This design comes from an exercise in tuning for small area, a short achievable clock period and few clock cycles per item on the open sky130 flow, not from production work. Where RTL was checked, it was by simulation tests only, not by an equivalence proof against the original. Function not checked in runs 1, 2 and 4 to 6: the RTL went through the layout flow alone. Power and IR drop assume default switching activity.

[design/flow/config.mk]
export PLATFORM = sky130hd
export DESIGN_NAME = ir_pulse_distance_transmitter
export DESIGN_NICKNAME = ir_pulse_distance_transmitter
export VERILOG_FILES = /design/flow/design.v
export SDC_FILE = /design/flow/constraint.sdc
export NUM_CORES = 4
export LEC_CHECK = 0
export CAP_MARGIN = 20
export CORE_MARGIN = 2
export CORE_UTILIZATION = 60
export SETUP_SLACK_MARGIN = 5
export SLEW_MARGIN = 20
[design/flow/constraint.sdc]
create_clock -name core_clock -period 8.0 [get_ports {clock}]
set_input_delay 1.6000 -clock core_clock [delete_from_list [all_inputs] [get_ports {clock}]]
set_output_delay 1.6000 -clock core_clock [all_outputs]
set_load 0.01 [all_outputs]
[design/flow/design.v]
package ipdt_pkg;
   localparam int FRAME_BITS = 72;
   localparam int BIT_IDX_W  = $clog2(FRAME_BITS + 1);
   localparam int HIGH_BITS  = FRAME_BITS - 64;
   localparam int HALF_W     = 8;
   localparam int CYC_W      = 10;
   localparam int SPACE_W    = 16;
   localparam int CSR_DATA_W = 16;
   localparam int CSR_IDX_W  = 3;
   localparam logic [HALF_W-1:0]  CARRIER_HALF_RST = 8'd13;
   localparam logic [CYC_W-1:0]   LEAD_BURST_RST   = 10'd322;
   localparam logic [SPACE_W-1:0] LEAD_SPACE_RST   = 16'd4500;
   localparam logic [CYC_W-1:0]   BIT_BURST_RST    = 10'd19;
   localparam logic [SPACE_W-1:0] ONE_SPACE_RST    = 16'd1750;
   localparam logic [SPACE_W-1:0] ZERO_SPACE_RST   = 16'd638;
   localparam logic [CYC_W-1:0]   END_BURST_RST    = 10'd19;
   typedef enum logic [CSR_IDX_W-1:0] {
      REG_CARRIER_HALF = 3'd0,
      REG_LEAD_BURST   = 3'd1,
      REG_LEAD_SPACE   = 3'd2,
      REG_BIT_BURST    = 3'd3,
      REG_ONE_SPACE    = 3'd4,
      REG_ZERO_SPACE   = 3'd5,
      REG_END_BURST    = 3'd6
   } csr_index_type;
   typedef enum logic {
      KIND_TICK  = 1'b0,
      KIND_START = 1'b1
   } kind_type;
   typedef enum logic [5:0] {
      PH_IDLE   = 6'b000001,
      PH_LEAD_B = 6'b000010,
      PH_LEAD_S = 6'b000100,
      PH_BIT_B  = 6'b001000,
      PH_BIT_S  = 6'b010000,
      PH_END_B  = 6'b100000
   } phase_type;
endpackage
import ipdt_pkg::*;
module ir_pulse_distance_transmitter (
   input  logic                  clock,
   input  logic                  reset,
   input  logic                  req_valid,
   output logic                  req_ready,
   input  logic                  req_kind,
   input  logic [63:0]           req_frame_low,
   input  logic [HIGH_BITS-1:0]  req_frame_high,
   output logic                  rsp_valid,
   input  logic                  rsp_ready,
   output logic                  rsp_ir_level,
   output logic                  rsp_busy_res,
   output logic                  rsp_frame_done,
   input  logic                  csr_we,
   input  logic [CSR_IDX_W-1:0]  csr_index,
   input  logic [CSR_DATA_W-1:0] csr_wdata
);
   logic [HALF_W-1:0]  hlim;
   logic [CYC_W-1:0]   lbm, bbm, ebm;
   logic [SPACE_W-1:0] lsm, osm, zsm;
   always_ff @(posedge clock) begin
      if (reset) begin
         hlim <= CARRIER_HALF_RST - HALF_W'(1);
         lbm  <= LEAD_BURST_RST - CYC_W'(1);
         lsm  <= LEAD_SPACE_RST - SPACE_W'(1);
         bbm  <= BIT_BURST_RST - CYC_W'(1);
         osm  <= ONE_SPACE_RST - SPACE_W'(1);
         zsm  <= ZERO_SPACE_RST - SPACE_W'(1);
         ebm  <= END_BURST_RST - CYC_W'(1);
      end else if (csr_we) begin
         case (csr_index)
            REG_CARRIER_HALF: hlim <= (csr_wdata[HALF_W-1:0] == '0) ? '0
                                      : csr_wdata[HALF_W-1:0] - HALF_W'(1);
            REG_LEAD_BURST:   lbm  <= csr_wdata[CYC_W-1:0] - CYC_W'(1);
            REG_LEAD_SPACE:   lsm  <= csr_wdata[SPACE_W-1:0] - SPACE_W'(1);
            REG_BIT_BURST:    bbm  <= csr_wdata[CYC_W-1:0] - CYC_W'(1);
            REG_ONE_SPACE:    osm  <= csr_wdata[SPACE_W-1:0] - SPACE_W'(1);
            REG_ZERO_SPACE:   zsm  <= csr_wdata[SPACE_W-1:0] - SPACE_W'(1);
            REG_END_BURST:    ebm  <= csr_wdata[CYC_W-1:0] - CYC_W'(1);
            default: ;
         endcase
      end
   end
   logic lb_nz, ls_nz, bb_nz, os_nz, zs_nz, eb_nz, skip;
   assign lb_nz = ~&lbm;
   assign ls_nz = ~&lsm;
   assign bb_nz = ~&bbm;
   assign os_nz = ~&osm;
   assign zs_nz = ~&zsm;
   assign eb_nz = ~&ebm;
   assign skip  = !bb_nz && !(os_nz && zs_nz);
   logic ph_lb, ph_ls, ph_bb, ph_bs, ph_eb, ph_be;    
   logic [17:0] cnt;
   logic        cp;                                    
   logic [FRAME_BITS:0] f;
   logic        curbit;                                
   logic        rdy_ff;
   logic        ov, ol, ob, od;                        
   logic        sv, sl, sb, sd;                        
   logic busy, burst, space;
   assign busy  = ph_lb | ph_ls | ph_bb | ph_bs | ph_eb;
   assign burst = ph_lb | ph_bb | ph_eb;
   assign space = ph_ls | ph_bs;
   logic [CYC_W-1:0]   nsel;
   logic [SPACE_W-1:0] lsel;
   logic [17:0]        tgt;
   logic               bitsel, eq_lo, eq_hi, seg_end;
   assign bitsel = skip ? os_nz : curbit;
   assign nsel   = ph_lb ? lbm : (ph_bb ? bbm : ebm);
   assign lsel   = ph_ls ? lsm : (bitsel ? osm : zsm);
   assign tgt    = space ? {2'b00, lsel} : {nsel, hlim};
   assign eq_lo  = (cnt[7:0] == tgt[7:0]);
   logic lt;
   assign seg_end = lt;
   logic [7:0] lo_inc;
   logic [9:0] hi_inc;
   logic [17:0] cnt_step;
   logic        cp_step;
   assign lo_inc = cnt[7:0] + 8'd1;
   assign hi_inc = cnt[17:8] + 10'd1;
   assign cnt_step[7:0]  = (burst && eq_lo) ? 8'd0 : lo_inc;
   assign cnt_step[17:8] = (space ? (&cnt[7:0]) : (eq_lo && cp)) ? hi_inc : cnt[17:8];
   assign cp_step        = burst && (cp ^ eq_lo);
   logic lt_step;
   assign lt_step = (cnt_step == tgt) && (space || cp_step);
   logic ls_is1, os_is1, zs_is1;
   assign ls_is1 = (lsm == '0);
   assign os_is1 = (osm == '0);
   assign zs_is1 = (zsm == '0);
   logic exists;
   logic [FRAME_BITS:0] pre, f_skip, f_walk;
   assign exists = (|f[FRAME_BITS:1]) || (skip && f[0]);
   localparam int NG = (FRAME_BITS + 1 + 7) / 8;
   logic [NG-1:0] gany, gpre;
   logic [8*NG-1:0] fz;
   assign fz = {{(8*NG-FRAME_BITS-1){1'b0}}, f};
   always_comb begin
      for (int g = 0; g < NG; g++) gany[g] = |fz[8*g +: 8];
      gpre[0] = 1'b0;
      for (int g = 1; g < NG; g++) gpre[g] = gpre[g-1] | gany[g-1];
      for (int i = 0; i <= FRAME_BITS; i++) begin
         logic l;
         l = 1'b0;
         for (int j = (i / 8) * 8; j < i; j++) l = l | f[j];
         pre[i] = gpre[i/8] | l;
      end
   end
   assign f_skip = f & pre;
   assign f_walk = {1'b0, f[FRAME_BITS:1]};
   logic accept, is_tick, is_start, start_idle, start_be;
   assign accept     = req_valid && rdy_ff;
   assign is_tick    = accept && !req_kind;
   assign is_start   = accept && req_kind;
   assign start_idle = is_start && !busy;
   assign start_be   = start_idle && !lb_nz && !ls_nz;
   logic tick_busy;
   assign tick_busy = is_tick && busy;
   logic go_ls, go_bs_cur, go_entry;
   assign go_ls     = ph_lb && ls_nz;
   assign go_bs_cur = ph_bb && (curbit ? os_nz : zs_nz);
   assign go_entry  = (ph_lb && !ls_nz) || ph_ls || (ph_bb && !go_bs_cur) || ph_bs;
   logic enter;       
   assign enter = ((tick_busy && seg_end && go_entry) || ph_be) && exists;
   logic done_tick;
   assign done_tick = seg_end && (ph_eb || (go_entry && !exists && !eb_nz));
   logic push, r_l, r_b, r_d, be_busy;
   assign be_busy = exists || eb_nz;
   assign push = (accept && !start_be) || ph_be;
   assign r_l  = tick_busy && burst && !cp;
   assign r_b  = ph_be ? be_busy : (busy || is_start);
   assign r_d  = ph_be ? !be_busy : (tick_busy && done_tick);
   logic pop, sv_next;
   assign pop     = ov && rsp_ready;
   assign sv_next = (sv || push) && ov && !pop;
   logic [FRAME_BITS-1:0] fr_in;
   logic [FRAME_BITS:0]   f_load;
   assign fr_in = {req_frame_high, req_frame_low};
   always_comb begin
      for (int i = 0; i < FRAME_BITS; i++)
         f_load[i] = fr_in[i] ? (!skip || os_nz) : (skip && zs_nz);
      f_load[FRAME_BITS] = !skip;
   end
   always_ff @(posedge clock) begin
      if (reset) begin
         ph_lb  <= 1'b0;
         ph_ls  <= 1'b0;
         ph_bb  <= 1'b0;
         ph_bs  <= 1'b0;
         ph_eb  <= 1'b0;
         ph_be  <= 1'b0;
         rdy_ff <= 1'b1;
         ov     <= 1'b0;
         sv     <= 1'b0;
      end else begin
         rdy_ff <= !sv_next && !start_be;
         if (!ov || pop) begin
            ov <= sv || push;
            sv <= 1'b0;
         end else if (push) begin
            sv <= 1'b1;
         end
         if (start_idle) begin
            ph_lb <= lb_nz;
            ph_ls <= !lb_nz && ls_nz;
            ph_be <= !lb_nz && !ls_nz;
         end else if (ph_be || (tick_busy && seg_end)) begin
            ph_be <= 1'b0;
            ph_lb <= 1'b0;
            ph_ls <= go_ls;
            ph_bb <= enter && bb_nz;
            ph_bs <= go_bs_cur || (enter && !bb_nz);
            ph_eb <= (ph_be || go_entry) && !exists && eb_nz;
         end
      end
   end
   logic lt_new;
   assign lt_new = (go_ls && ls_is1)
                || (go_bs_cur && (curbit ? os_is1 : zs_is1))
                || (enter && !bb_nz && (skip ? (os_nz ? os_is1 : zs_is1)
                                              : (f[0] ? os_is1 : zs_is1)));
   always_ff @(posedge clock) begin
      if (start_idle) begin
         lt <= !lb_nz && ls_nz && ls_is1;
      end else if (ph_be || (tick_busy && seg_end)) begin
         lt <= lt_new;
      end else if (tick_busy) begin
         lt <= lt_step;
      end
      if (!ov || pop) begin
         ol <= sv ? sl : r_l;
         ob <= sv ? sb : r_b;
         od <= sv ? sd : r_d;
      end else if (push && !sv) begin
         sl <= r_l;
         sb <= r_b;
         sd <= r_d;
      end
      if (start_idle || (tick_busy && seg_end)) begin
         cnt <= '0;
         cp  <= 1'b0;
      end else if (tick_busy) begin
         cnt <= cnt_step;
         cp  <= cp_step;
      end
      if (start_idle) begin
         f <= f_load;
      end else if (enter) begin
         f <= skip ? f_skip : f_walk;
         curbit <= f[0];
      end
   end
   assign req_ready      = rdy_ff;
   assign rsp_valid      = ov;
   assign rsp_ir_level   = ol;
   assign rsp_busy_res   = ob;
   assign rsp_frame_done = od;
endmodule
[design/flow/run.sh]
#!/bin/bash
# synth_recipe.tcl (not shown) runs the flow's synth.tcl, then flattens the netlist and writes it again
# the make line also repeats each setting of config.mk as NAME=value (left out here)
make -C /OpenROAD-flow-scripts/flow DESIGN_CONFIG=/design/flow/config.mk WORK_HOME=/design/flow/orfs CLKGATE_MAP_FILE= SYNTH_SCRIPT=/design/flow/synth_recipe.tcl finish
==> results of run 1 <==
critical path: cells and delay by family (launching register included):
kind,cells,cell delay (ps)
simple gates,7,2050
compound gates,10,1940
flops,1,420
xor+xnor,2,280
fa+ha+maj,1,190
buf+inv,1,170
worst paths after layout:
| check | end | slack, ps | depth (start not counted) | start |
|---|---|---|---|---|
| worst max-delay path | lt | 2750 | 21 | zsm[0] |
| worst min-delay path | zsm[9] | 490 | 1 | zsm[9] |
| worst max register to register | lt | 2750 | 21 | zsm[0] |
| worst min register to register | zsm[9] | 490 | 1 | zsm[9] |
flip-flops by register name, summed over array words and instances (netlist names), 8 cells and up:
name	count
cnt	18
bbm	10
lbm	10
osm	16
hlim	8
lsm	16
ebm	10
f	73
zsm	16
cell type report:
| type | instances | area share |
|---|---|---|
| Multi-Input combinational cell | 1110 | 0.4932 |
| Clock buffer | 19 | 0.02943 |
| Sequential cell | 195 | 0.3019 |
| Inverter | 19 | 0.004839 |
| Timing Repair Buffer | 232 | 0.1414 |
| Clock inverter | 13 | 0.008647 |
| Tap cell | 260 | 0.02063 |
power breakdown:
part	internal (uW)	leakage, uW	switching, uW	total (uW)
registers	1090	0.00169	48.1	1140
clock network	478	0.000299	407	886
logic	163	0.00352	217	380
total	1730	0.00551	673	2400
cell usage in the layout (no fill, tap or decap), drive strengths merged, types with 18 or more instances in the layout:
cell type      count
o21ai             72
a21oi             61
nor4              39
a31oi             42
nor2             206
clkdlybuf4s50     86
a211oi            98
xnor2             26
a22oi             22
nand3             55
edfxtp            81
a211o             25
nand4             23
xor2              19
inv               24
buf              133
nor3              30
nand2            170
mux2i             18
clkbuf            25
o211ai            27
dfxtp            114
kinds of logic (layout without fill, tap and decap cells):
kind of cell    Yosys count  in the layout  share of synthesized area
xor+xnor                 45             45                    0.03400
fa+ha+maj                 4              4                   0.004317
buf+inv                 111            283                    0.03637
simple gates            610            617                     0.2456
mux                      29             29                    0.02622
compound gates          415            415                     0.2468
flops                   195            195                     0.4066
timing repair:
| item | in CTS | in global routing |
|---|---|---|
| buffers inserted | 74 | 32 |
| cloned | 10 | 2 |
| setup endpoints to repair | 252 | 221 |
| pin swaps | 57 | 81 |
| hold endpoints to repair | 0 | 0 |
| resized for setup | 180 | 127 |
through the flow:
stage	util	cell area [sq um]	hold slack [ps]	std cells
final	0.8375	15770	488.9	1848
after global routing	0.8375	15770	512.0	1848
after CTS	0.7939	14950	487.4	1814
after detailed placement	0.6906	13010	471.1	1698
after global placement	0.6905	13000	468.5	1698
after floorplan	-	11910	439.9	1409
per-layer routing:
metal,GRT usage,vias up
met4,0.1694,0
met3,0.05533,170
li1,-,5662
met1,0.4716,5962
met5,0,-
met2,0.6240,830
==> metrics.csv, run 1 <==
metric;value;unit
crit_path_start_kind;flop;
worst_slack;2753;ps
cts_buffers;17;
skew;14.45;ps
drt_iter0_markers;1830;
yosysSeqAreaShare;0.4066;
antenna_found_initial;0;
cts_tree;built;
synth_top_area_frac;0.2098;
cts.sinks;195;
rows;50;
syn-cell-area;0.01159;sq mm
fp.dieH;143.0;um
slowest_delay;560;ps
yosys_warnings;1;
cp_slowest_cell;or4_4;
fill_cells;1078;
power_density;152.5;mW/mm^2
max_slew_margin;0.2364;
slew_viol_final;0;
fp.dieW;143.0;um
grtUsageTotal;0.3707;
start_util;0.6157;
status;finished clean;
p_leak;0.005509;uW
vdd_drop_max;0.1532;mV
async_flop_share;0;
hold_buffers;0;
h-tree-depth;4;
multi_input_area;0.007779;sq mm
cp-end-kind;flop;
synth_top_area_cell;edfxtp_1;
synth.area.top_cells;edfxtp_1, dfxtp_1, nor2_1;
grt_overflow;0;
dp_worst_setup_slack;2339;ps
synth_ff_type;dfxtp_1;
rsz0062_at_grt;yes;
num_vias;12624;
synthTopCellsByCount;nor2_1, nand2_1, dfxtp_1, a211oi_1, clkbuf_1;
n_antenna_cell;0;
synthCells;1409;
drive_above_1_share;0.2601;
crit_type;flop to flop;
die_area;0.02045;sq mm
wl_met3;4.013;mm
required;8260;ps
ant_nets;0;
drc;0;
wl_met2;19.93;mm
syn_avg_cell_area;8.228;sq um
total_power;2405;uW
fin_nets;1676;
routed_via_density;6.831;
root_buffer;clkbuf_16;
maxCapViolCount;0;
synthesis.nets;1510;
area.growth.synth_to_final;36.04;%
synth-seq-cells;195;
clock.fmax;190.6;MHz
io_buffer_count;101;
pin_count;102;
met1_length;15.48;mm
worstMarginPinSlew;1145;ps
fp.coreArea;0.01883;sq mm
cp_cell_sequence;nand4_1, or4_4, o21ai_4, buf_4, a41o_1, o21ai_0, a222oi_1, o211ai_1, nor2_1, ha_2, or3b_4, o31ai_4, nand2_2, nor2_2, xnor2_2, xnor2_1, a21oi_1, o21ai_1, or4_1, a2111o_1, o31ai_1;
seqCellArea;0.004761;sq mm
grt_pass1_vias;11228;
place.gp.congestion;1.024;
clock_path_buffers;2;
synth_cell_types;67;
clk_latency;440;ps
fin_crit;5247;ps
fin_setup_tns;0;ps
hp-class;flop to flop;
routed.top_layer;met4;
crit_arrival;5510;ps
wire_per_inst;22.52;um
path_clk_slew;70;ps
crit_fanout;7;
first_pass_iters;10;
wirelength;41.63;mm
synth_edf_count;81;
grt_first_pass_wirelength;59.34;mm
setup_viol;0;
yosysMostFrequentCell;nor2_1;
final.period_utilization;0.6558;
hpwl;23.56;mm
hold_viol_final;0;
grt_max_degree;96;
==> inputs of run 2 (changes only) <==
--- a/design/flow/config.mk
+++ b/design/flow/config.mk
@@ -9,4 +9,3 @@
 export CORE_MARGIN = 2
-export CORE_UTILIZATION = 60
-export SETUP_SLACK_MARGIN = 5
+export CORE_UTILIZATION = 40
 export SLEW_MARGIN = 20
==> metrics.csv, run 2 <==
metric;value;unit;change
status;finished clean;;unchanged
clk_latency;450;ps;was 440 ps
hold_depth;2;;was 1
drc;0;;unchanged
routed_via_density;5.933;;was 6.831
synth.area.top_cells;edfxtp_1, dfxtp_1, nor2_1;;unchanged
fp.dieH;174.2;um;was 143.0 um
crit_arrival;6420;ps;was 5510 ps
rows;62;;was 50
synthTopCellsByCount;nor2_1, nand2_1, dfxtp_1, a211oi_1, clkbuf_1;;unchanged
dpl_cell_area;0.01297;sq mm;was 0.01301 sq mm
n_antenna_cell;0;;unchanged
synth_top_area_cell;edfxtp_1;;unchanged
start_util;0.4050;;was 0.6157
reg_top3;f: 73 flops, cnt: 18 flops;;unchanged
maxCapViolCount;0;;unchanged
largest-register;f;;unchanged
fin_nets;1565;;was 1676
place.gp.congestion;0.9004;;was 1.024
syn-cell-area;0.01159;sq mm;unchanged
yosys_warnings;1;;unchanged
grt_first_pass_wirelength;57.12;mm;was 59.34 mm
slew_viol_final;0;;unchanged
hpwl;25.53;mm;was 23.56 mm
pin_count;102;;unchanged
synth-seq-cells;195;;unchanged
setup_viol;0;;unchanged
cp-end-kind;flop;;unchanged
cts_buffers;17;;unchanged
synth_ff_type;dfxtp_1;;unchanged
synthCells;1409;;unchanged
yosysSeqAreaShare;0.4066;;unchanged
layout_common_cells;nor2_1, nand2_1, dfxtp_1;;was nor2_1, nand2_1, buf_4
crit_path_start_kind;flop;;unchanged
r2r_end;lt;;unchanged
drt_iter0_markers;861;;was 1830
skew;11.94;ps;was 14.45 ps
hold_buffers;0;;unchanged
fp.dieW;174.2;um;was 143.0 um
hp-class;flop to flop;;unchanged
first_pass_iters;5;;was 10
wirelength;36.19;mm;was 41.63 mm
yosysMostFrequentCell;nor2_1;;unchanged
crit_fanout;13;;was 7
reg2reg_from;zsm[3];;was zsm[0]
grt_max_degree;96;;unchanged
worstMarginPinSlew;1151;ps;was 1145 ps
fin_setup_tns;0;ps;unchanged
final.period_utilization;0.7685;;was 0.6558
root_buffer;clkbuf_16;;unchanged
rrSetupSlack;1850;ps;was 2750 ps
ant_nets;0;;unchanged
holdWs;481.4;ps;was 488.9 ps
clock.fmax;162.7;MHz;was 190.6 MHz
final_util;0.4754;;was 0.8375
synth_top_area_frac;0.2098;;unchanged
worstHoldEndpoint;hlim[3];;was zsm[9]
fill_cells;2799;;was 1078
ff2ff_path_depth;21;;unchanged
area.growth.synth_to_final;17.38;%;was 36.04%
fin_crit;6148;ps;was 5247 ps
cts.sinks;195;;unchanged
min_from;hlim[3];;was zsm[9]
max_slew_margin;0.2300;;was 0.2364
crit_type;flop to flop;;unchanged
cts_resized;0;;was 180
synth_cell_types;67;;unchanged
io_buffer_count;101;;unchanged
clock_path_buffers;2;;unchanged
rsz0062_at_grt;no;;was yes
h-tree-depth;4;;unchanged
async_flop_share;0;;unchanged
required;8270;ps;was 8260 ps
fp.coreArea;0.02863;sq mm;was 0.01883 sq mm
layout_commonest_cell;nor2_1;;unchanged
grt_overflow;0;;unchanged
synthesis.nets;1510;;unchanged
antenna_found_initial;0;;unchanged
wire_per_inst;19.45;um;was 22.52 um
num_vias;11041;;was 12624
cts_tree;built;;unchanged
path_clk_slew;70;ps;about the same
die_area;0.03036;sq mm;was 0.02045 sq mm
p_leak;0.004528;uW;was 0.005509 uW
synth_edf_count;81;;unchanged
syn_avg_cell_area;8.228;sq um;unchanged
grt_pass1_vias;10345;;was 11228
post-cts-setup-buffers;0;;was 74
power_density;173.3;mW/mm^2;was 152.5 mW/mm^2
design_area;0.01361;sq mm;was 0.01577 sq mm
drive_above_1_share;0.06635;;was 0.2601
grtUsageTotal;0.2372;;was 0.3707
hold_viol_final;0;;unchanged
vdd_drop_max;0.1667;mV;was 0.1532 mV
largest_register_ffs;73;;unchanged
total_power;2358;uW;was 2405 uW
==> run 2: cell counts after synthesis <==
Identical to the previous run, type by type.
==> run 2: cell type report <==
type,count,area [sq um],area share
clock buffer,21,481.7,0.03540
clock inverter,11,138.9,0.01021
inverter,19,71.32,0.005241
multi-input combinational,1103,6513,0.4786
sequential,195,4715,0.3464
tap,384,480.5,0.03531
timing repair buffer,128,1209,0.08882
==> run 2: through the flow <==
step | std cells | setup WS, ps
floorplan | 1409 | 2644
global placement | 1829 | 2026
detailed placement | 1829 | 1752
CTS | 1861 | 1733
global route | 1861 | 1407
finish | 1861 | 1852
==> run 2: how the worst max path moves through the flow <==
stage	start	endpoint	slack, ps
after global placement	osm[13]	lt	2030
after floorplan	bbm[5]	lt	2640
final	zsm[3]	lt	1850
after CTS	osm[5]	lt	1730
after global routing	zsm[6]	lt	1410
after detailed placement	osm[5]	lt	1750
==> run 2: metal layers <==
layer | vias up | routed length, um | GRT usage
li1 | 5417 | - | -
met1 | 5274 | 16650 | 0.3243
met2 | 308 | 16930 | 0.3857
met3 | 42 | 1843 | 0.03850
met4 | 0 | 774 | 0.07108
met5 | - | 0 | 0
==> run 2: kinds of logic (layout without fill, tap and decap cells) <==
logic type / count (synthesis) / after routing / synth area share
muxes: 29 / 29 / 0.02622
buffers and inverters: 111 / 179 / 0.03637
AOI/OAI and AO/OA: 415 / 415 / 0.2468
xor gates and xnor gates: 45 / 45 / 0.03400
and+or+nand+nor: 610 / 610 / 0.2456
DFF: 195 / 195 / 0.4066
adders and majority gates: 4 / 4 / 0.004317
==> run 2: critical path: stages (launching register included) <==
cell	delay, ps
dfxtp_1	390
nand4_1	150
or4_1	690
o21ai_2	500
a21oi_1	200
or3_1	380
a222oi_1	310
o211ai_1	270
nor2_1	180
ha_1	140
or3b_2	440
o31ai_1	100
buf_4	220
nand3_1	190
inv_1	100
nand3_1	160
a311oi_1	360
o211ai_1	150
nor4_1	300
nand4_1	130
a2111o_1	350
o31ai_1	250
==> run 2: power by group <==
group	leakage [uW]	internal [uW]	switching, uW
Combinational	0.00254	125	175
Clock	0.000304	505	420
Sequential	0.00168	1090	42.5
==> inputs of run 3 (changes only) <==
--- a/design/flow/design.v
+++ b/design/flow/design.v
@@ -111,4 +111,4 @@
    assign eq_lo  = (cnt[7:0] == tgt[7:0]);
-   logic lt;
-   assign seg_end = lt;
+   assign eq_hi  = (cnt[17:8] == tgt[17:8]);
+   assign seg_end = eq_lo && eq_hi && (space || cp);
    logic [7:0] lo_inc;
@@ -122,8 +122,2 @@
    assign cp_step        = burst && (cp ^ eq_lo);
-   logic lt_step;
-   assign lt_step = (cnt_step == tgt) && (space || cp_step);
-   logic ls_is1, os_is1, zs_is1;
-   assign ls_is1 = (lsm == '0);
-   assign os_is1 = (osm == '0);
-   assign zs_is1 = (zsm == '0);
    logic exists;
@@ -214,15 +208,3 @@
    end
-   logic lt_new;
-   assign lt_new = (go_ls && ls_is1)
-                || (go_bs_cur && (curbit ? os_is1 : zs_is1))
-                || (enter && !bb_nz && (skip ? (os_nz ? os_is1 : zs_is1)
-                                              : (f[0] ? os_is1 : zs_is1)));
    always_ff @(posedge clock) begin
-      if (start_idle) begin
-         lt <= !lb_nz && ls_nz && ls_is1;
-      end else if (ph_be || (tick_busy && seg_end)) begin
-         lt <= lt_new;
-      end else if (tick_busy) begin
-         lt <= lt_step;
-      end
       if (!ov || pop) begin
==> metrics.csv, run 3 <==
metric;value;unit;change
clock_path_buffers;2;;unchanged
fin_nets;1442;;was 1565
seqCellArea;0.004684;sq mm;was 0.004715 sq mm
synthCells;1300;;was 1409
pwr-share-comb;0.104;;was 0.127
pin_count;102;;unchanged
largest-register;f;;unchanged
synth_top_area_cell;edfxtp_1;;unchanged
skew;16.15;ps;was 11.94 ps
synthTopCellsByCount;nor2_1, a211oi_1, nand2_1, dfxtp_1, clkbuf_1;;was nor2_1, nand2_1, dfxtp_1, a211oi_1, clkbuf_1
required;8060;ps;was 8270 ps
drt_iter0_markers;996;;was 861
final.period_utilization;0.6509;;was 0.7685
antenna_found_initial;0;;unchanged
fin_setup_tns;0;ps;unchanged
area.growth.synth_to_final;16.84;%;was 17.38%
layout_common_cells;nor2_1, a211oi_1, dfxtp_1;;was nor2_1, nand2_1, dfxtp_1
switchingPower;590.9;uW;was 637.3 uW
drive_above_1_share;0.05982;;was 0.06635
fp.coreArea;0.02710;sq mm;was 0.02863 sq mm
root_buffer;clkbuf_16;;unchanged
total_power;2255;uW;was 2358 uW
slowest_delay;730;ps;was 690 ps
grt_pass1_vias;9237;;was 10345
r2r_end;f[46];;was lt
wire_per_inst;18.56;um;was 19.45 um
hpwl;22.06;mm;was 25.53 mm
start_util;0.4098;;was 0.4050
power_frac_seq;0.496;;was 0.480
dp.cells;1694;;was 1829
clk_latency;440;ps;was 450 ps
power_density;173.8;mW/mm^2;was 173.3 mW/mm^2
routed_via_density;5.897;;was 5.933
crit_fanout;73;;was 13
cts_tree;built;;unchanged
grt_max_degree;108;;was 96
instances_no_fill;1726;;was 1861
hold_viol_final;0;;unchanged
io_buffer_count;101;;unchanged
layout_commonest_cell;nor2_1;;unchanged
fp.dieH;170.6;um;was 174.2 um
fp.dieW;170.6;um;was 174.2 um
first_pass_iters;5;;unchanged
num_vias;10178;;was 11041
synth_edf_count;80;;was 81
cts.sinks;194;;was 195
fill_cells;2598;;was 2799
rows;60;;was 62
hold_buffers;0;;unchanged
crit_type;primary input to flop;;was flop to flop
maxCapViolCount;0;;unchanged
cts_buffers;17;;unchanged
cts_resized;0;;unchanged
synth-seq-cells;194;;was 195
ant_nets;0;;unchanged
drc;0;;unchanged
intPower;1664;uW;was 1721 uW
post-cts-setup-buffers;0;;unchanged
fin_crit;5207;ps;was 6148 ps
path_clk_slew;70;ps;about the same
grtUsageTotal;0.2171;;was 0.2372
die_area;0.02911;sq mm;was 0.03036 sq mm
hp-class;flop to flop;;unchanged
syn-cell-area;0.01111;sq mm;was 0.01159 sq mm
crit_path_start;req_valid;;was zsm[3]
place.gp.congestion;0.8965;;was 0.9004
async_flop_share;0;;unchanged
switching_share;0.2621;;was 0.2702
grt_first_pass_wirelength;49.98;mm;was 57.12 mm
reg_top3;f: 73 flops, cnt: 18 flops;;unchanged
vdd_drop_max;0.1344;mV;was 0.1667 mV
setup_viol;0;;unchanged
reg2reg_from;zsm[2];;was zsm[3]
wirelength;32.04;mm;was 36.19 mm
rsz0062_at_grt;no;;unchanged
status;finished clean;;unchanged
ff2ff_path_depth;10;;was 21
worstMarginPinSlew;1092;ps;was 1151 ps
synth_ff_type;dfxtp_1;;unchanged
min_from;lsm[4];;was hlim[3]
h-tree-depth;4;;unchanged
cp_common_cell;nand2_1;;
clkPwrFrac;0.400;;was 0.392
cp_slowest_cell;nand2_4;;was or4_1
synth_top_area_frac;0.2163;;was 0.2098
syn_avg_cell_area;8.543;sq um;was 8.228 sq um
yosys_warnings;1;;unchanged
cp-end-kind;flop;;unchanged
crit_path_start_kind;primary input;;was flop
multi_input_area;0.006046;sq mm;was 0.006513 sq mm
critPathCapture;f[46];;was lt
rrSetupSlack;2960;ps;was 1850 ps
max_slew_margin;0.2719;;was 0.2300
yosysMostFrequentCell;nor2_1;;unchanged
synth.area.top_cells;edfxtp_1, dfxtp_1, a211oi_1;;was edfxtp_1, dfxtp_1, nor2_1
cp_cell_sequence;clkdlybuf4s50_1, nand2_1, or2_1, a221o_1, a2111oi_0, nand4b_1, nor4_1, a21o_1, nand2_1, nand2_4;;was nand4_1, or4_1, o21ai_2, a21oi_1, or3_1, a222oi_1, o211ai_1, nor2_1, ha_1, or3b_2, o31ai_1, buf_4, nand3_1, inv_1, nand3_1, a311oi_1, o211ai_1, nor4_1, nand4_1, a2111o_1, o31ai_1
synthesis.nets;1401;;was 1510
n_antenna_cell;0;;unchanged
yosysSeqAreaShare;0.4218;;was 0.4066
crit_arrival;5260;ps;was 6420 ps
slew_viol_final;0;;unchanged
synth_cell_types;75;;was 67
clock.fmax;192.0;MHz;was 162.7 MHz
largest_register_ffs;73;;unchanged
grt_overflow;0;;unchanged
p_leak;0.004266;uW;was 0.004528 uW
[run 3: cell types whose count changed after synthesis, sizes merged, moves of 8 or more]
| cell | change |
|---|---|
| a211oi | +26 |
| a21oi | -26 |
| a221oi | +8 |
| a22oi | -19 |
| a31oi | +23 |
| nand2 | -46 |
| nand3 | -14 |
| nor2 | +12 |
| nor4 | -23 |
| o21ai | -48 |
| xnor2 | -15 |
[run 3: how the worst min path moves through the flow]
| stage | cells after the start | slack [ps] | end |
|---|---|---|---|
| after floorplan | 1 | 450 | osm[0] |
| after detailed placement | 1 | 490 | osm[7] |
| final | 1 | 510 | lsm[4] |
| after global routing | 1 | 530 | osm[7] |
| after global placement | 1 | 470 | osm[4] |
| after CTS | 1 | 510 | osm[7] |
[run 3: critical path, delay by kind of cell]
family / cells / cell delay [ps]
and+or+nand+nor: 6 / 1910
buffers and inverters: 1 / 590
AOI/OAI and AO/OA: 3 / 1100
[run 3: final cells by class]
type | instances | share of cell area
clock inverters | 12 | 0.01032
well taps | 372 | 0.03587
flip-flops and latches | 194 | 0.3610
multi-input cells | 999 | 0.4659
clock buffers | 20 | 0.03693
inverters | 13 | 0.003760
repair buffers | 116 | 0.08620
[run 3: layer usage]
| layer | vias up | GRT usage | share of wire |
|---|---|---|---|
| met5 | - | 0 | 0 |
| met4 | 0 | 0.06132 | 0.018 |
| met3 | 36 | 0.03424 | 0.051 |
| met2 | 288 | 0.3536 | 0.46 |
| met1 | 4811 | 0.2987 | 0.47 |
| li1 | 5043 | - | - |
[run 3: cells by family (layout without fill, tap and decap cells)]
family / after synthesis / in the layout / synth area share
AND/OR/NAND/NOR: 550 / 550 / 0.2361
AO/OA/AOI/OAI: 393 / 393 / 0.2566
flip-flops: 194 / 194 / 0.4218
buffers and inverters: 107 / 161 / 0.03684
XOR/XNOR: 30 / 30 / 0.02366
multiplexers: 22 / 22 / 0.02039
adder cells (fa/ha/maj): 4 / 4 / 0.004507
[run 3: through the flow]
step | hold WS, ps | setup slack, ps | cell area (sq um) | utilization
floorplan | 449.5 | 2425 | 11110 | -
global placement | 472.4 | 2562 | 12360 | 0.4559
detailed placement | 487.0 | 2381 | 12360 | 0.4559
CTS | 505.1 | 2847 | 12970 | 0.4785
global route | 526.7 | 2520 | 12980 | 0.4788
finish | 509.6 | 2793 | 12980 | 0.4788
[run 3: power groups by stage]
| stage | clock network, uW | registers [uW] | logic, uW |
|---|---|---|---|
| 2_1_floorplan | 0 | 1130 | 130 |
| 3_3_place_gp | 0 | 1140 | 232 |
| 3_5_place_dp | 0 | 1140 | 233 |
| 4_1_cts | 915 | 1120 | 234 |
| 5_1_grt | 958 | 1120 | 256 |
| 6_report | 902 | 1120 | 234 |
Testbench counts of run 3, summed over its fixed seeds: cycles 48,736, beats 48,704.
==> inputs of run 4 (changes only) <==
--- a/design/flow/design.v
+++ b/design/flow/design.v
@@ -56,24 +56,33 @@
 );
-   logic [HALF_W-1:0]  hlim;
-   logic [CYC_W-1:0]   lbm, bbm, ebm;
-   logic [SPACE_W-1:0] lsm, osm, zsm;
+   logic [HALF_W-1:0]  half_r;
+   logic [CYC_W-1:0]   lb_r, bb_r, eb_r;
+   logic [SPACE_W-1:0] ls_r, os_r, zs_r;
+   logic lb_nz, ls_nz, bb_nz, os_nz, zs_nz, eb_nz;
+   logic wd_nz10, wd_nz16;
+   assign wd_nz10 = |csr_wdata[CYC_W-1:0];
+   assign wd_nz16 = |csr_wdata[SPACE_W-1:0];
    always_ff @(posedge clock) begin
       if (reset) begin
-         hlim <= CARRIER_HALF_RST - HALF_W'(1);
-         lbm  <= LEAD_BURST_RST - CYC_W'(1);
-         lsm  <= LEAD_SPACE_RST - SPACE_W'(1);
-         bbm  <= BIT_BURST_RST - CYC_W'(1);
-         osm  <= ONE_SPACE_RST - SPACE_W'(1);
-         zsm  <= ZERO_SPACE_RST - SPACE_W'(1);
-         ebm  <= END_BURST_RST - CYC_W'(1);
+         half_r <= CARRIER_HALF_RST;
+         lb_r   <= LEAD_BURST_RST;
+         ls_r   <= LEAD_SPACE_RST;
+         bb_r   <= BIT_BURST_RST;
+         os_r   <= ONE_SPACE_RST;
+         zs_r   <= ZERO_SPACE_RST;
+         eb_r   <= END_BURST_RST;
+         lb_nz  <= 1'b1;
+         ls_nz  <= 1'b1;
+         bb_nz  <= 1'b1;
+         os_nz  <= 1'b1;
+         zs_nz  <= 1'b1;
+         eb_nz  <= 1'b1;
       end else if (csr_we) begin
          case (csr_index)
-            REG_CARRIER_HALF: hlim <= (csr_wdata[HALF_W-1:0] == '0) ? '0
-                                      : csr_wdata[HALF_W-1:0] - HALF_W'(1);
-            REG_LEAD_BURST:   lbm  <= csr_wdata[CYC_W-1:0] - CYC_W'(1);
-            REG_LEAD_SPACE:   lsm  <= csr_wdata[SPACE_W-1:0] - SPACE_W'(1);
-            REG_BIT_BURST:    bbm  <= csr_wdata[CYC_W-1:0] - CYC_W'(1);
-            REG_ONE_SPACE:    osm  <= csr_wdata[SPACE_W-1:0] - SPACE_W'(1);
-            REG_ZERO_SPACE:   zsm  <= csr_wdata[SPACE_W-1:0] - SPACE_W'(1);
-            REG_END_BURST:    ebm  <= csr_wdata[CYC_W-1:0] - CYC_W'(1);
+            REG_CARRIER_HALF: half_r <= csr_wdata[HALF_W-1:0];
+            REG_LEAD_BURST:   begin lb_r <= csr_wdata[CYC_W-1:0];   lb_nz <= wd_nz10; end
+            REG_LEAD_SPACE:   begin ls_r <= csr_wdata[SPACE_W-1:0]; ls_nz <= wd_nz16; end
+            REG_BIT_BURST:    begin bb_r <= csr_wdata[CYC_W-1:0];   bb_nz <= wd_nz10; end
+            REG_ONE_SPACE:    begin os_r <= csr_wdata[SPACE_W-1:0]; os_nz <= wd_nz16; end
+            REG_ZERO_SPACE:   begin zs_r <= csr_wdata[SPACE_W-1:0]; zs_nz <= wd_nz16; end
+            REG_END_BURST:    begin eb_r <= csr_wdata[CYC_W-1:0];   eb_nz <= wd_nz10; end
             default: ;
@@ -82,10 +91,4 @@
    end
-   logic lb_nz, ls_nz, bb_nz, os_nz, zs_nz, eb_nz, skip;
-   assign lb_nz = ~&lbm;
-   assign ls_nz = ~&lsm;
-   assign bb_nz = ~&bbm;
-   assign os_nz = ~&osm;
-   assign zs_nz = ~&zsm;
-   assign eb_nz = ~&ebm;
-   assign skip  = !bb_nz && !(os_nz && zs_nz);
+   logic skip;
+   assign skip = !bb_nz && !(os_nz && zs_nz);
    logic ph_lb, ph_ls, ph_bb, ph_bs, ph_eb, ph_be;    
@@ -102,22 +105,18 @@
    assign space = ph_ls | ph_bs;
-   logic [CYC_W-1:0]   nsel;
-   logic [SPACE_W-1:0] lsel;
-   logic [17:0]        tgt;
-   logic               bitsel, eq_lo, eq_hi, seg_end;
-   assign bitsel = skip ? os_nz : curbit;
-   assign nsel   = ph_lb ? lbm : (ph_bb ? bbm : ebm);
-   assign lsel   = ph_ls ? lsm : (bitsel ? osm : zsm);
-   assign tgt    = space ? {2'b00, lsel} : {nsel, hlim};
-   assign eq_lo  = (cnt[7:0] == tgt[7:0]);
-   assign eq_hi  = (cnt[17:8] == tgt[17:8]);
-   assign seg_end = eq_lo && eq_hi && (space || cp);
-   logic [7:0] lo_inc;
-   logic [9:0] hi_inc;
+   logic [7:0] lo;
+   logic [9:0] hi;
+   assign lo = cnt[7:0];
+   assign hi = cnt[17:8];
+   logic lo_is0, lo_is1, hi_is0, hi_is1, half_end, seg_end;
+   assign lo_is0   = (lo == 8'd0);
+   assign lo_is1   = (lo == 8'd1);
+   assign hi_is0   = (hi[7:0] == 8'd0);
+   assign hi_is1   = (hi == 10'd1);
+   assign half_end = lo_is0 || lo_is1;
+   assign seg_end  = space ? (lo_is1 && hi_is0) : (half_end && cp && hi_is1);
    logic [17:0] cnt_step;
    logic        cp_step;
-   assign lo_inc = cnt[7:0] + 8'd1;
-   assign hi_inc = cnt[17:8] + 10'd1;
-   assign cnt_step[7:0]  = (burst && eq_lo) ? 8'd0 : lo_inc;
-   assign cnt_step[17:8] = (space ? (&cnt[7:0]) : (eq_lo && cp)) ? hi_inc : cnt[17:8];
-   assign cp_step        = burst && (cp ^ eq_lo);
+   assign cnt_step[7:0]  = (burst && half_end) ? half_r : lo - 8'd1;
+   assign cnt_step[17:8] = (space ? lo_is0 : (half_end && cp)) ? hi - 10'd1 : hi;
+   assign cp_step        = burst && (cp ^ half_end);
    logic exists;
@@ -148,4 +147,5 @@
    assign start_be   = start_idle && !lb_nz && !ls_nz;
-   logic tick_busy;
+   logic tick_busy, tick_end;
    assign tick_busy = is_tick && busy;
+   assign tick_end  = tick_busy && seg_end;
    logic go_ls, go_bs_cur, go_entry;
@@ -154,6 +154,26 @@
    assign go_entry  = (ph_lb && !ls_nz) || ph_ls || (ph_bb && !go_bs_cur) || ph_bs;
-   logic enter;       
-   assign enter = ((tick_busy && seg_end && go_entry) || ph_be) && exists;
+   logic try_enter, enter, go_eb;
+   assign try_enter = (tick_end && go_entry) || ph_be;
+   assign enter     = try_enter && exists;
+   assign go_eb     = try_enter && !exists && eb_nz;
    logic done_tick;
    assign done_tick = seg_end && (ph_eb || (go_entry && !exists && !eb_nz));
+   logic        bitsel;
+   logic [17:0] cnt_init;
+   logic        new_ls, new_bs;
+   assign new_ls = start_idle ? !lb_nz : go_ls;
+   assign new_bs = go_bs_cur || (enter && !bb_nz);
+   assign bitsel = go_bs_cur ? curbit : (skip ? os_nz : f[0]);
+   always_comb begin
+      if (new_ls)
+         cnt_init = {2'b00, ls_r};
+      else if (new_bs)
+         cnt_init = {2'b00, bitsel ? os_r : zs_r};
+      else if (start_idle)
+         cnt_init = {lb_r, half_r};
+      else if (enter)
+         cnt_init = {bb_r, half_r};
+      else
+         cnt_init = {eb_r, half_r};
+   end
    logic push, r_l, r_b, r_d, be_busy;
@@ -198,3 +218,3 @@
             ph_be <= !lb_nz && !ls_nz;
-         end else if (ph_be || (tick_busy && seg_end)) begin
+         end else if (ph_be || tick_end) begin
             ph_be <= 1'b0;
@@ -203,4 +223,4 @@
             ph_bb <= enter && bb_nz;
-            ph_bs <= go_bs_cur || (enter && !bb_nz);
-            ph_eb <= (ph_be || go_entry) && !exists && eb_nz;
+            ph_bs <= new_bs;
+            ph_eb <= go_eb;
          end
@@ -218,4 +238,4 @@
       end
-      if (start_idle || (tick_busy && seg_end)) begin
-         cnt <= '0;
+      if (start_idle || ph_be || tick_end) begin
+         cnt <= cnt_init;
          cp  <= 1'b0;
==> metrics.csv, run 4 <==
metric;value;unit;change
status;finished clean;;unchanged
setup_viol;0;;unchanged
vdd_drop_max;0.1346;mV;was 0.1344 mV
fp.coreArea;0.02771;sq mm;was 0.02710 sq mm
p_leak;0.004606;uW;was 0.004266 uW
skew;19.74;ps;was 16.15 ps
dpl_cell_area;0.01244;sq mm;was 0.01236 sq mm
pin_count;102;;unchanged
grtUsageTotal;0.2175;;was 0.2171
power_density;183.1;mW/mm^2;was 173.8 mW/mm^2
fp.dieW;171.4;um;was 170.6 um
total_power;2396;uW;was 2255 uW
cp-end-kind;flop;;unchanged
clock_path_buffers;2;;unchanged
area.growth.synth_to_final;16.73;%;was 16.84%
start_util;0.4047;;was 0.4098
num_vias;10050;;was 10178
crit_family;compound AO/OA/AOI/OAI gates;;was simple AND/OR/NAND/NOR gates
dp.cells;1740;;was 1694
routed_via_density;5.672;;was 5.897
worst_slack;3496;ps;was 2793 ps
instances_no_fill;1772;;was 1726
largest_register_ffs;73;;unchanged
clock.fmax;222.0;MHz;was 192.0 MHz
h-tree-depth;4;;unchanged
worstMarginPinSlew;1062;ps;was 1092 ps
synthCells;1348;;was 1300
syn-cell-area;0.01121;sq mm;was 0.01111 sq mm
dp_worst_setup_slack;3047;ps;was 2381 ps
synthesis.nets;1451;;was 1401
post-cts-setup-buffers;0;;unchanged
cts.sinks;200;;was 194
cp_cell_sequence;clkdlybuf4s50_1, nand2_1, a211o_1, a2111oi_4, o22ai_4, o21ai_2, nor4_1, o31a_1;;was clkdlybuf4s50_1, nand2_1, or2_1, a221o_1, a2111oi_0, nand4b_1, nor4_1, a21o_1, nand2_1, nand2_4
synth_top_area_frac;0.2624;;was 0.2163
cp_slowest_cell;o21ai_2;;was nand2_4
fin_nets;1484;;was 1442
ant_nets;0;;unchanged
grt_overflow;0;;unchanged
path_buf_inv;1;;unchanged
io_buffer_count;101;;unchanged
rrSetupSlack;3810;ps;was 2960 ps
hold_buffers;0;;unchanged
synth-seq-cells;200;;was 194
crit_type;primary input to flop;;unchanged
layout_commonest_cell;nand2_1;;was nor2_1
yosysSeqAreaShare;0.4445;;was 0.4218
first_pass_iters;6;;was 5
largest-register;f;;unchanged
multi_input_area;0.005871;sq mm;was 0.006046 sq mm
yosys_warnings;1;;unchanged
rsz0062_at_grt;no;;unchanged
slew_viol_final;0;;unchanged
yosysMostFrequentCell;nand2_1;;was nor2_1
cts_buffers;17;;unchanged
wire_per_inst;18.10;um;was 18.56 um
fill_cells;2750;;was 2598
synthTopCellsByCount;nand2_1, nor2_1, a21oi_1, dfxtp_1, edfxtp_1;;was nor2_1, a211oi_1, nand2_1, dfxtp_1, clkbuf_1
crit_fanout;20;;was 73
crit_path_start_kind;primary input;;unchanged
grt_first_pass_wirelength;50.29;mm;was 49.98 mm
synth.area.top_cells;edfxtp_1, dfxtp_1, nand2_1;;was edfxtp_1, dfxtp_1, a211oi_1
hpwl;21.39;mm;was 22.06 mm
clk_latency;450;ps;was 440 ps
path_clk_slew;80;ps;was 70 ps
layout_common_cells;nand2_1, nor2_1, a21oi_1;;was nor2_1, a211oi_1, dfxtp_1
seqCellArea;0.004985;sq mm;was 0.004684 sq mm
grt_pass1_vias;9133;;was 9237
grt_max_degree;101;;was 108
design_area;0.01309;sq mm;was 0.01298 sq mm
die_area;0.02939;sq mm;was 0.02911 sq mm
hp-class;flop to flop;;unchanged
crit_arrival;4690;ps;was 5260 ps
syn_avg_cell_area;8.318;sq um;was 8.543 sq um
reg_top3;f: 73 flops, cnt: 18 flops;;unchanged
max_slew_margin;0.2921;;was 0.2719
root_buffer;clkbuf_16;;unchanged
async_flop_share;0;;unchanged
hold_viol_final;0;;unchanged
cts_resized;0;;unchanged
required;8190;ps;was 8060 ps
drive_above_1_share;0.06098;;was 0.05982
final.period_utilization;0.5630;;was 0.6509
synth_cell_types;66;;was 75
place.gp.congestion;0.7986;;was 0.8965
n_antenna_cell;0;;unchanged
rows;61;;was 60
cts_tree;built;;unchanged
fin_setup_tns;0;ps;unchanged
synth_edf_count;98;;was 80
fp.dieH;171.4;um;was 170.6 um
drc;0;;unchanged
wirelength;32.08;mm;was 32.04 mm
fin_crit;4504;ps;was 5207 ps
slowest_delay;880;ps;was 730 ps
drt_iter0_markers;972;;was 996
synth_top_area_cell;edfxtp_1;;unchanged
antenna_found_initial;0;;unchanged
synth_ff_type;dfxtp_1;;unchanged
maxCapViolCount;0;;unchanged
-- run 4: final timing paths --
| kind | startpoint | cells past startpoint | end |
|---|---|---|---|
| setup / recovery | req_valid | 8 | cnt[12] |
| hold / removal | os_r[15] | 2 | os_r[15] |
| setup reg to reg | cnt[4] | 9 | cnt[12] |
| hold reg to reg | os_r[15] | 2 | os_r[15] |
-- run 4: cells by family (layout without fill, tap and decap cells) --
family	Yosys count	in the layout	share of synthesized area
buf+inv	107	153	0.03704
compound gates	323	323	0.1926
simple gates	654	654	0.2674
flops	200	200	0.4445
xor+xnor	13	13	0.01015
mux	45	45	0.04162
fa+ha+maj	6	6	0.006695
-- run 4: stage by stage --
step | utilization | hold slack (ps)
floorplan | - | 432.0
detailed placement | 0.4491 | 445.4
finish | 0.4724 | 456.1
global placement | 0.4490 | 438.9
CTS | 0.4722 | 457.9
global route | 0.4724 | 470.3
-- run 4: power breakdown --
part | switching [uW] | internal [uW]
logic | 166 | 126
registers | 44.3 | 1130
clock network | 472 | 453
total | 682 | 1710
-- run 4: final cells by class --
cell class / count / share of cell area
Clock buffer: 18 / 0.03441
Clock inverter: 14 / 0.01434
Inverter: 9 / 0.002581
Multi-Input combinational cell: 1041 / 0.4485
Sequential cell: 200 / 0.3808
Tap cell: 378 / 0.03613
Timing Repair Buffer: 112 / 0.08317
-- run 4: per-layer routing --
layer  wire length, um  GRT usage  vias up  share of wire
met5                 0          0        -              0
met4               433    0.05490        0          0.013
met3              1677    0.03083       24          0.052
met2             14290     0.3286      303           0.45
met1             15680     0.3253     4751           0.49
li1                  -          -     4972              -
-- run 4: worst register-to-register path, cell delays in order (launching register included) --
cell and delay (ps):
edfxtp_1 500, or4_1 570, nor4_1 310, ha_1 240
nand4_1 170, a2111oi_4 440, o22ai_4 290, o21ai_2 880
nor4_1 170, o31a_1 350
==> inputs of run 5 (changes only) <==
--- a/design/flow/config.mk
+++ b/design/flow/config.mk
@@ -7,2 +7,3 @@
 export LEC_CHECK = 0
+export ABC_CLOCK_PERIOD_IN_PS = 2500
 export CAP_MARGIN = 20
==> metrics.csv, run 5 <==
metric;value;unit;change
clk_latency;450;ps;about the same
synth.area.top_cells;edfxtp_1, dfxtp_1, nand2_1;;unchanged
place.gp.congestion;0.7986;;unchanged
cp_slowest_cell;o21ai_2;;unchanged
maxCapViolCount;0;;unchanged
synthesis.nets;1451;;unchanged
cts_tree;built;;unchanged
setup_viol;0;;unchanged
yosys_warnings;1;;unchanged
fin_setup_tns;0;ps;unchanged
syn_avg_cell_area;8.318;sq um;unchanged
synthCells;1348;;unchanged
synthTopCellsByCount;nand2_1, nor2_1, a21oi_1, dfxtp_1, edfxtp_1;;unchanged
drt_iter0_markers;972;;unchanged
max_slew_margin;0.2921;;unchanged
rows;61;;unchanged
hold_buffers;0;;unchanged
path_clk_slew;80;ps;about the same
drc;0;;unchanged
antenna_found_initial;0;;unchanged
reg_top3;f: 73 flops, cnt: 18 flops;;unchanged
crit_path_start_kind;primary input;;unchanged
p_leak;0.004606;uW;unchanged
layout_commonest_cell;nand2_1;;unchanged
syn-cell-area;0.01121;sq mm;unchanged
hold_viol_final;0;;unchanged
synth_edf_count;98;;unchanged
status;finished clean;;unchanged
synth_top_area_frac;0.2624;;unchanged
yosysMostFrequentCell;nand2_1;;unchanged
hpwl;21.39;mm;unchanged
rsz0062_at_grt;no;;unchanged
n_antenna_cell;0;;unchanged
worstHoldEndpoint;os_r[15];;unchanged
root_buffer;clkbuf_16;;unchanged
final.period_utilization;0.5630;;unchanged
hold_depth;2;;unchanged
grt_pass1_vias;9133;;unchanged
synth_top_area_cell;edfxtp_1;;unchanged
pin_count;102;;unchanged
slew_viol_final;0;;unchanged
grtUsageTotal;0.2175;;unchanged
wirelength;32.08;mm;unchanged
post-cts-setup-buffers;0;;unchanged
skew;19.74;ps;unchanged
crit_fanout;20;;unchanged
synth-simple-area-share;0.2674;;unchanged
die_area;0.02939;sq mm;unchanged
drive_above_1_share;0.06098;;unchanged
clock.fmax;222.0;MHz;unchanged
largest_register_ffs;73;;unchanged
crit_type;primary input to flop;;unchanged
layout_common_cells;nand2_1, nor2_1, a21oi_1;;unchanged
synth-compound-area-share;0.1926;;unchanged
routed_via_density;5.672;;unchanged
cts_buffers;17;;unchanged
cts_resized;0;;unchanged
grt_first_pass_wirelength;50.29;mm;unchanged
grt_max_degree;101;;unchanged
min_from;os_r[15];;unchanged
required;8190;ps;about the same
ant_nets;0;;unchanged
synth_xor_area_frac;0.01015;;unchanged
ff2ff_path_depth;9;;unchanged
reg2reg_from;cnt[4];;unchanged
first_pass_iters;6;;unchanged
cts.sinks;200;;unchanged
rrSetupSlack;3810;ps;about the same
fp.coreArea;0.02771;sq mm;unchanged
io_buffer_count;101;;unchanged
worstMarginPinSlew;1062;ps;unchanged
synth_ff_type;dfxtp_1;;unchanged
synth_top_family_by_area;simple AND/OR/NAND/NOR gates;;unchanged
fin_nets;1484;;unchanged
total_power;2396;uW;unchanged
vdd_drop_max;0.1346;mV;unchanged
synth_adder_area_share;0.006695;;unchanged
synth_mux_area_frac;0.04162;;unchanged
fin_crit;4504;ps;unchanged
slowest_delay;880;ps;about the same
h-tree-depth;4;;unchanged
fp.dieH;171.4;um;unchanged
r2r_end;cnt[12];;unchanged
num_vias;10050;;unchanged
synth_cell_types;66;;unchanged
async_flop_share;0;;unchanged
hp-class;flop to flop;;unchanged
largest-register;f;;unchanged
start_util;0.4047;;unchanged
wire_per_inst;18.10;um;unchanged
clock_path_buffers;2;;unchanged
yosysSeqAreaShare;0.4445;;unchanged
crit_arrival;4690;ps;about the same
area.growth.synth_to_final;16.73;%;unchanged
grt_overflow;0;;unchanged
power_density;183.1;mW/mm^2;unchanged
synth-seq-cells;200;;unchanged
cp-end-kind;flop;;unchanged
fp.dieW;171.4;um;unchanged
cp_cell_sequence;clkdlybuf4s50_1, nand2_1, a211o_1, a2111oi_4, o22ai_4, o21ai_2, nor4_1, o31a_1;;unchanged
run 5: cell families after synthesis:
kind of cell    after synthesis
compound gates              323
mux                          45
simple gates                654
fa+ha+maj                     6
buf+inv                     107
xor+xnor                     13
flops                       200
run 5: through the flow:
stage          setup WS [ps]  utilization  hold slack (ps)  instance area, sq um  instances
3_5_place_dp            3047       0.4491            445.4                 12440       1740
4_1_cts                 3485       0.4722            457.9                 13080       1772
5_1_grt                 3248       0.4724            470.3                 13090       1772
3_3_place_gp            3101       0.4490            438.9                 12440       1740
6_report                3496       0.4724            456.1                 13090       1772
2_1_floorplan           3231            -            432.0                 11210       1348
run 5: final cells by class:
cell class | instances | area [sq um]
fillers | 2750 | 14620
multi-input cells | 1041 | 5871
flip-flops and latches | 200 | 4985
repair buffers | 112 | 1089
well taps | 378 | 473.0
clock buffers | 18 | 450.4
clock inverters | 14 | 187.7
inverters | 9 | 33.78
run 5: per-layer routing:
metal	vias up	routed length, um	global-route usage
li1	4972	-	-
met1	4751	15680	0.3253
met2	303	14290	0.3286
met3	24	1677	0.03083
met4	0	433	0.05490
met5	-	0	0
run 5: power breakdown:
part / internal (uW) / switching [uW]
logic: 126 / 166
clock network: 453 / 472
registers: 1130 / 44.3
total: 1710 / 682
run 5: worst max path at each step:
stage | start | to | slack, ps | cells past startpoint
2_1_floorplan | req_valid | f[0] | 3230 | 6
3_3_place_gp | req_valid | cnt[13] | 3100 | 8
3_5_place_dp | req_valid | cnt[12] | 3050 | 8
4_1_cts | req_valid | cnt[12] | 3490 | 8
5_1_grt | req_valid | cnt[11] | 3250 | 8
6_report | req_valid | cnt[12] | 3500 | 8
run 5: critical path, delay by kind of cell:
| kind | cells | cell delay (ps) |
|---|---|---|
| buffers and inverters | 1 | 500 |
| AND/OR/NAND/NOR | 2 | 250 |
| AO/OA/AOI/OAI | 5 | 2330 |
==> inputs of run 6 (changes only) <==
--- a/design/flow/config.mk
+++ b/design/flow/config.mk
@@ -7,6 +7,6 @@
 export LEC_CHECK = 0
-export ABC_CLOCK_PERIOD_IN_PS = 2500
 export CAP_MARGIN = 20
 export CORE_MARGIN = 2
-export CORE_UTILIZATION = 40
+export CORE_UTILIZATION = 50
+export SETUP_SLACK_MARGIN = 4.5
 export SLEW_MARGIN = 20
==> metrics.csv, run 6 <==
metric;value;unit;change
crit_fanout;6;;was 20
skew;16.60;ps;was 19.74 ps
power_density;179.6;mW/mm^2;was 183.1 mW/mm^2
die_area;0.02364;sq mm;was 0.02939 sq mm
synth.area.top_cells;edfxtp_1, dfxtp_1, nand2_1;;unchanged
status;finished clean;;unchanged
synth-seq-cells;200;;unchanged
synthesis.nets;1451;;unchanged
crit_arrival;3630;ps;was 4690 ps
vdd_drop_max;0.1167;mV;was 0.1346 mV
path_clk_slew;80;ps;about the same
yosys_warnings;1;;unchanged
synth_top_area_cell;edfxtp_1;;unchanged
hpwl;20.71;mm;was 21.39 mm
grt_max_degree;101;;unchanged
syn-cell-area;0.01121;sq mm;unchanged
dp.cells;1643;;was 1740
wirelength;33.19;mm;was 32.08 mm
clock.fmax;292.3;MHz;was 222.0 MHz
worstMarginPinSlew;1047;ps;was 1062 ps
required;8210;ps;was 8190 ps
synthTopCellsByCount;nand2_1, nor2_1, a21oi_1, dfxtp_1, edfxtp_1;;unchanged
grt_pass1_vias;9521;;was 9133
switchingPower;709.7;uW;was 682.0 uW
cp-end-kind;flop;;unchanged
fp.dieH;153.8;um;was 171.4 um
synthCells;1348;;unchanged
place.gp.congestion;0.8663;;was 0.7986
fin_setup_tns;0;ps;unchanged
antenna_found_initial;0;;unchanged
clkPwrFrac;0.384;;was 0.386
fp.coreArea;0.02189;sq mm;was 0.02771 sq mm
power_frac_seq;0.488;;was 0.492
grt_overflow;0;;unchanged
clock_path_buffers;2;;unchanged
layout_common_cells;nand2_1, nor2_1, a21oi_1;;unchanged
cts_tree;built;;unchanged
largest_register_ffs;73;;unchanged
fp.dieW;153.8;um;was 171.4 um
crit_type;primary input to flop;;unchanged
setup_viol;0;;unchanged
routed_via_density;6.117;;was 5.672
rows;54;;was 61
root_buffer;clkbuf_16;;unchanged
start_util;0.5122;;was 0.4047
reg_top3;f: 73 flops, cnt: 18 flops;;unchanged
drive_above_1_share;0.09867;;was 0.06098
io_buffer_count;101;;unchanged
instances_no_fill;1709;;was 1772
design_area;0.01348;sq mm;was 0.01309 sq mm
drc;0;;unchanged
synth_cell_types;66;;unchanged
fin_crit;3421;ps;was 4504 ps
grtUsageTotal;0.2785;;was 0.2175
first_pass_iters;5;;was 6
num_vias;10454;;was 10050
grt_first_pass_wirelength;52.51;mm;was 50.29 mm
hold_viol_final;0;;unchanged
h-tree-depth;4;;unchanged
final.period_utilization;0.4277;;was 0.5630
fin_nets;1519;;was 1484
max_slew_margin;0.3023;;was 0.2921
rsz0062_at_grt;yes;;was no
layout_commonest_cell;nand2_1;;unchanged
synth_edf_count;98;;unchanged
cts_buffers;17;;unchanged
pin_count;102;;unchanged
n_antenna_cell;0;;unchanged
synth_ff_type;dfxtp_1;;unchanged
intPower;1712;uW;was 1714 uW
maxCapViolCount;0;;unchanged
syn_avg_cell_area;8.318;sq um;unchanged
drt_iter0_markers;1086;;was 972
wire_per_inst;19.42;um;was 18.10 um
yosysSeqAreaShare;0.4445;;unchanged
crit_path_start_kind;primary input;;unchanged
cts.sinks;200;;unchanged
yosysMostFrequentCell;nand2_1;;unchanged
switching_share;0.2931;;was 0.2847
area.growth.synth_to_final;20.22;%;was 16.73%
total_power;2421;uW;was 2396 uW
async_flop_share;0;;unchanged
ant_nets;0;;unchanged
clk_latency;450;ps;about the same
synth_top_area_frac;0.2624;;unchanged
pwr-share-comb;0.128;;was 0.122
dpl_cell_area;0.01234;sq mm;was 0.01244 sq mm
largest-register;f;;unchanged
hp-class;flop to flop;;unchanged
p_leak;0.004883;uW;was 0.004606 uW
slew_viol_final;0;;unchanged
run 6: cell counts after synthesis:
No cell type changed its count.
run 6: worst paths after layout:
path	cells after the start	end	slack, ps	from
hold reg to reg	2	eb_r[9]	460	eb_r[9]
setup / recovery	9	cnt[9]	4580	req_kind
setup reg to reg	11	cnt[9]	4600	cnt[4]
hold / removal	2	eb_r[9]	460	eb_r[9]
run 6: final cells by class:
type	instances	area, sq um
clock buffers	17	425.4
clock inverters	15	210.2
fillers	1920	8411
inverters	9	33.78
multi-input cells	1044	6043
flip-flops and latches	200	4987
well taps	280	350.3
repair buffers	144	1430
run 6: stage by stage:
stage	util	hold slack, ps	worst slack [ps]
CTS	0.6049	458.3	4495
floorplan	-	432.0	4516
global placement	0.5636	438.9	3139
global route	0.6158	473.6	4461
detailed placement	0.5636	446.7	3066
finish	0.6158	458.0	4579
run 6: logic make-up (layout without fill, tap and decap cells):
group                    after synthesis  in the layout  share of synthesized area
AO/OA/AOI/OAI                        323            324                     0.1926
XOR/XNOR                              13             13                    0.01015
adder cells (fa/ha/maj)                6              6                   0.006695
buffers and inverters                107            185                    0.03704
flip-flops                           200            200                     0.4445
multiplexers                          45             45                    0.04162
AND/OR/NAND/NOR                      654            656                     0.2674
run 6: critical path, cell delays in order:
cell           delay [ps]
dlygate4sd2_1         280
a211o_4               350
a2111oi_4             280
o22ai_4               180
buf_12                170
buf_4                 130
mux2i_2               250
o211ai_1              150
a31o_1                230
run 6: power by group through the flow:
stage	sequential [uW]	clock [uW]	combinational (uW)
6_report	1180	930	310
5_1_grt	1190	973	342
4_1_cts	1180	938	299
3_5_place_dp	1200	0	289
3_3_place_gp	1200	0	285
2_1_floorplan	1190	0	179
run 6: metal layers:
metal / up-vias / share of wire / global-route usage / routed length [um]
met5: - / 0 / 0 / 0
met4: 0 / 0.013 / 0.06815 / 448
met3: 34 / 0.068 / 0.04256 / 2258
met2: 395 / 0.43 / 0.3970 / 14250
met1: 4972 / 0.49 / 0.4398 / 16240
li1: 5053 / - / - / -
run 6: what timing repair did:
action | in CTS | in global routing
hold buffers | 0 | 0
gates resized for setup | 28 | 19
pin swaps | 7 | 10
setup endpoints to repair | 180 | 94
setup buffers | 11 | 19
gates cloned | 4 | 0

what the ideal ports hide:
No port has a modelled driver above. Below, the same layouts with a new extraction and two added sets of constraints. Step 1: set_driving_cell puts a clkbuf_16 on clock and a buf_2 on each other input, an assumption about the parent block. Step 2, shift: input delay + t, output delay - t, t = (earliest + latest rising clock arrival at the registers) / 2. This alone moves slack from input paths to output paths. Three values: ideal ports, drivers, drivers and shift; two values: the first two.
| run | shift t [ns] | setup WS [ns] | worst hold slack (ns) | worst register clock-pin slew, ns | worst data-port slew with drivers (ns) |
|---|---|---|---|---|---|
| run 1 | 0.481 | 2.753 / 2.753 / 2.753 | 0.489 / 0.489 / 0.489 | 0.08 / 0.08 | 0.08 |
| run 2 | 0.492 | 1.852 / 1.852 / 1.852 | 0.481 / 0.481 / 0.481 | 0.08 / 0.08 | 0.05 |
| run 3 | 0.480 | 2.793 / 2.803 / 2.322 | 0.510 / 0.510 / 0.510 | 0.08 / 0.08 | 0.04 |
| run 4 | 0.493 | 3.496 / 3.508 / 3.015 | 0.456 / 0.456 / 0.456 | 0.09 / 0.09 | 0.05 |
| run 5 | 0.493 | 3.496 / 3.508 / 3.015 | 0.456 / 0.456 / 0.456 | 0.09 / 0.09 | 0.05 |
| run 6 | 0.499 | 4.579 / 4.597 / 4.114 | 0.458 / 0.458 / 0.458 | 0.10 / 0.10 | 0.07 |
After both steps setup and hold are still met in every run listed.
